This is an optimization exercise on Yosys and OpenROAD, whose aim is small area, not a production implementation.
Function was checked by simulation only, so behaviour that the tests miss may differ from the original.
Power is estimated from default activity; no workload was simulated.

==> trial 38: inputs <==
// ramp_adc_capture
module ramp_adc_capture #(
  parameter int N_CH       = 128,
  parameter int RES        = 8,
  parameter int RST_CYCLES = 4,
  parameter int CHW        = $clog2(N_CH)
) (
  input  logic            clk,
  input  logic            reset,
  input  logic            enable,
  input  logic [N_CH-1:0] flag,
  output logic            ramp_rst,
  output logic [RES-1:0]  ramp_code,
  output logic            busy,
  output logic            out_valid,
  input  logic            out_ready,
  output logic [CHW-1:0]  out_ch,
  output logic [RES-1:0]  out_code,
  output logic            out_hit,
  output logic            out_last,
  output logic            frame_done
);
==> module ramp_adc_capture, before the edit <==
module ramp_adc_capture #(
  parameter int N_CH       = 128,
  parameter int RES        = 8,
  parameter int RST_CYCLES = 4,
  parameter int CHW        = $clog2(N_CH)
) (
  input  logic            clk,
  input  logic            reset,
  input  logic            enable,
  input  logic [N_CH-1:0] flag,
  output logic            ramp_rst,
  output logic [RES-1:0]  ramp_code,
  output logic            busy,
  output logic            out_valid,
  input  logic            out_ready,
  output logic [CHW-1:0]  out_ch,
  output logic [RES-1:0]  out_code,
  output logic            out_hit,
  output logic            out_last,
  output logic            frame_done
);
  localparam int TW = (RST_CYCLES > 1) ? $clog2(RST_CYCLES) : 1;
  localparam logic [RES-1:0] CODE_MAX = '1;
  localparam logic [CHW-1:0] CH_LAST  = CHW'(N_CH - 1);
  localparam logic [TW-1:0]  TMR_LOAD = TW'(RST_CYCLES - 1);
  typedef enum logic [2:0] {
    IDLE     = 3'd0,
    RAMP_RST = 3'd1,
    CONVERT  = 3'd2,
    READOUT  = 3'd3,
    DONE     = 3'd4
  } state_t;
  state_t          state;
  state_t          next_state;
  logic [TW-1:0]   tmr;
  logic [N_CH-1:0] flag_q;
  logic [N_CH-1:0] hit;
  logic [RES-1:0]  code [N_CH];
  logic            accept;
  logic            entering_rst;
  always_ff @(posedge clk) begin
    if (reset) state <= IDLE;
    else       state <= next_state;
  end
  always_comb begin
    next_state = state;
    ramp_rst   = 1'b0;
    busy       = 1'b1;
    out_valid  = 1'b0;
    frame_done = 1'b0;
    case (state)
      IDLE: begin
        busy = 1'b0;
        if (enable) next_state = RAMP_RST;
      end
      RAMP_RST: begin
        ramp_rst = 1'b1;
        if (tmr == '0) next_state = CONVERT;
      end
      CONVERT: begin
        if (ramp_code == CODE_MAX) next_state = READOUT;
      end
      READOUT: begin
        out_valid = 1'b1;
        if (out_ready && (out_ch == CH_LAST)) next_state = DONE;
      end
      DONE: begin
        frame_done = 1'b1;
        next_state = enable ? RAMP_RST : IDLE;
      end
      default: next_state = IDLE;
    endcase
  end
  assign accept       = out_valid & out_ready;
  assign entering_rst = (next_state == RAMP_RST) && (state != RAMP_RST);
  assign out_code = out_valid ? code[out_ch] : '0;
  assign out_hit  = out_valid ? hit[out_ch]  : 1'b0;
  assign out_last = out_valid && (out_ch == CH_LAST);
  always_ff @(posedge clk) begin
    if (reset) begin
      flag_q    <= '0;
      hit       <= '0;
      ramp_code <= '0;
      tmr       <= '0;
      out_ch    <= '0;
      for (int i = 0; i < N_CH; i++) code[i] <= '0;
    end else begin
      flag_q <= flag;
      if (entering_rst) begin
        hit       <= '0;
        ramp_code <= '0;
        tmr       <= TMR_LOAD;
        out_ch    <= '0;
        for (int i = 0; i < N_CH; i++) code[i] <= CODE_MAX;
      end else begin
        case (state)
          RAMP_RST: begin
            if (tmr != '0) tmr <= tmr - 1'b1;
          end
          CONVERT: begin
            for (int i = 0; i < N_CH; i++) begin
              if (flag_q[i] && !hit[i]) begin
                code[i] <= ramp_code;
                hit[i]  <= 1'b1;
              end
            end
            if (ramp_code != CODE_MAX) ramp_code <= ramp_code + 1'b1;
          end
          READOUT: begin
            if (accept) out_ch <= (out_ch == CH_LAST) ? '0 : out_ch + 1'b1;
          end
          DONE: begin
            if (next_state == IDLE) ramp_code <= '0;
          end
          default: ;
        endcase
      end
    end
  end
endmodule
Settings: LEC_CHECK=0, CAP_MARGIN=20, CORE_MARGIN=2, CORE_UTILIZATION=30, SETUP_SLACK_MARGIN=0.8, SLEW_MARGIN=20; clock period 8.0 ns.
run.sh (not shown) runs the stock make flow with config.mk's settings and CLKGATE_MAP_FILE= SYNTH_SCRIPT=/design/flow/synth_recipe.tcl, a recipe that flattens the netlist after the stock synthesis.
==> build 49 (differences from trial 38) <==
==> flow/design.v (replaced) <==
module ramp_adc_ao2 (
  input  logic a0, s0, a1, s1,
  output logic y
);
  assign y = (a0 & s0) | (a1 & s1);
endmodule
module ramp_adc_aoi3 (
  input  logic a0, s0, a1, s1, a2, s2,
  output logic y
);
  assign y = ~((a0 & s0) | (a1 & s1) | (a2 & s2));
endmodule
module ramp_adc_capture #(
  parameter int N_CH       = 128,
  parameter int RES        = 8,
  parameter int RST_CYCLES = 4,
  parameter int CHW        = $clog2(N_CH)
) (
  input  logic            clk,
  input  logic            reset,
  input  logic            enable,
  input  logic [N_CH-1:0] flag,
  output logic            ramp_rst,
  output logic [RES-1:0]  ramp_code,
  output logic            busy,
  output logic            out_valid,
  input  logic            out_ready,
  output logic [CHW-1:0]  out_ch,
  output logic [RES-1:0]  out_code,
  output logic            out_hit,
  output logic            out_last,
  output logic            frame_done
);
  localparam logic [RES-1:0] CODE_MAX = '1;
  localparam logic [CHW-1:0] CH_LAST  = CHW'(N_CH - 1);
  localparam int W    = RES + 1;             
  localparam int NGRP = (N_CH + 2) / 3;      
  localparam logic [2:0] IDLE    = 3'd0,
                         RST3    = 3'd1,
                         RST2    = 3'd2,
                         RST1    = 3'd3,
                         RST0    = 3'd4,
                         CONVERT = 3'd5,
                         READOUT = 3'd6,
                         DONE    = 3'd7;
  logic [2:0]          state, next_state;
  logic [RES-1:0]      ramp_next;
  logic [N_CH-1:0]     hit, hit_d;
  logic [N_CH*RES-1:0] code, code_d;
  logic                win, hold;
  logic                in_rst;
  assign in_rst = (state == RST3) || (state == RST2) || (state == RST1) || (state == RST0);
  always_comb begin
    next_state = state;
    case (state)
      IDLE:    if (enable) next_state = RST3;
      RST3:    next_state = RST2;
      RST2:    next_state = RST1;
      RST1:    next_state = RST0;
      RST0:    next_state = CONVERT;
      CONVERT: if (ramp_code == CODE_MAX) next_state = READOUT;
      READOUT: if (out_ready && (out_ch == CH_LAST)) next_state = DONE;
      DONE:    next_state = enable ? RST3 : IDLE;
      default: next_state = IDLE;
    endcase
  end
  always_comb begin
    ramp_next = ramp_code;
    case (state)
      CONVERT: if (ramp_code != CODE_MAX) ramp_next = ramp_code + 1'b1;
      DONE:    ramp_next = '0;
      default: ;
    endcase
  end
  assign ramp_rst   = in_rst;
  assign busy       = (state != IDLE);
  assign out_valid  = (state == READOUT);
  assign frame_done = (state == DONE);
  always_ff @(posedge clk) begin
    if (reset) begin
      state     <= IDLE;
      ramp_code <= '0;
      out_ch    <= '0;
    end else begin
      state     <= next_state;
      ramp_code <= ramp_next;
      if (out_valid && out_ready) out_ch <= out_ch + 1'b1;
    end
  end
  assign win  = (state == RST0) || ((state == CONVERT) && (ramp_code != CODE_MAX));
  assign hold = !in_rst;
  logic [N_CH-1:0] hit_n;
  assign hit_n = ~hit;
  for (genvar i = 0; i < N_CH; i++) begin : g_ch
    ramp_adc_ao2 u_hit (.a0(win), .s0(flag[i]), .a1(hold), .s1(hit[i]), .y(hit_d[i]));
    for (genvar b = 0; b < RES; b++) begin : g_b
      ramp_adc_ao2 u_code (
        .a0(code[i*RES+b]), .s0(hit[i]), .a1(ramp_next[b]), .s1(hit_n[i]),
        .y(code_d[i*RES+b])
      );
    end
  end
  always_ff @(posedge clk) begin
    hit  <= hit_d;
    code <= code_d;
  end
  logic [3*NGRP-1:0] sel;
  logic [W-1:0]      rd [3*NGRP];
  logic [NGRP-1:0]   part_n [W];
  always_comb begin
    for (int i = 0; i < 3 * NGRP; i++) begin
      sel[i] = (i < N_CH) && out_valid && (out_ch == CHW'(i));
      rd[i]  = (i < N_CH) ? {hit[i], code[i*RES +: RES]} : '0;
    end
  end
  for (genvar b = 0; b < W; b++) begin : g_bit
    for (genvar g = 0; g < NGRP; g++) begin : g_grp
      ramp_adc_aoi3 u_aoi (
        .a0(rd[3*g][b]),   .s0(sel[3*g]),
        .a1(rd[3*g+1][b]), .s1(sel[3*g+1]),
        .a2(rd[3*g+2][b]), .s2(sel[3*g+2]),
        .y(part_n[b][g])
      );
    end
  end
  always_comb begin
    for (int b = 0; b < RES; b++) out_code[b] = ~&part_n[b];
    out_hit = ~&part_n[RES];
  end
  assign out_last = out_valid && (out_ch == CH_LAST);
endmodule
CORE_UTILIZATION = 55   (was 30)
CTS_BUF_LIST = sky130_fd_sc_hd__clkbuf_4   (was default)
SETUP_SLACK_MARGIN = 0.2   (was 0.8)
SYNTH_HIERARCHICAL = 1   (was default)
SYNTH_MINIMUM_KEEP_SIZE = 0   (was default)
==> notes.md <==
- Total power: trial 38 is larger than build 49 (about 44%).
- Against trial 38, the combinational power of build 49 is smaller by 65%.
- Of trial 38 and build 49, trial 38 has the higher non-clock buffer count (gap 167).
- Clock power: build 49 is lower than trial 38 (about 32%).
- Hold slack: trial 38 is lower than build 49 (0.037 ns).
- Of build 49 and trial 38, trial 38 has the higher register-to-register slack (gap 0.30 ns).

==> re-timing with driven ports <==
The flow's constraints put no driver on any port. The routed layouts listed below were extracted and timed again, unchanged, in two steps. Step 1 sets driving cells, clkbuf_16 on the clock port and buf_2 on the other inputs (assumed; they add their load-dependent delay and slew). Step 2 also shifts input and output timing later by t, the mid clock arrival at the registers, as if the neighbouring blocks saw the same clock. Slacks: ideal / step 1 / step 2; pairs: ideal / step 1.
| run | t, ns | setup WS [ns] | worst data-port slew with drivers (ns) | cell pins on the clock port's net |
|---|---|---|---|---|
| trial 38 | 0.922 | 0.494 / 0.402 / 1.325 | 0.12 | 1 |
| build 49 | 1.140 | 0.326 / 0.260 / 1.400 | 0.06 | 1 |
After both steps every run listed still meets setup and hold.
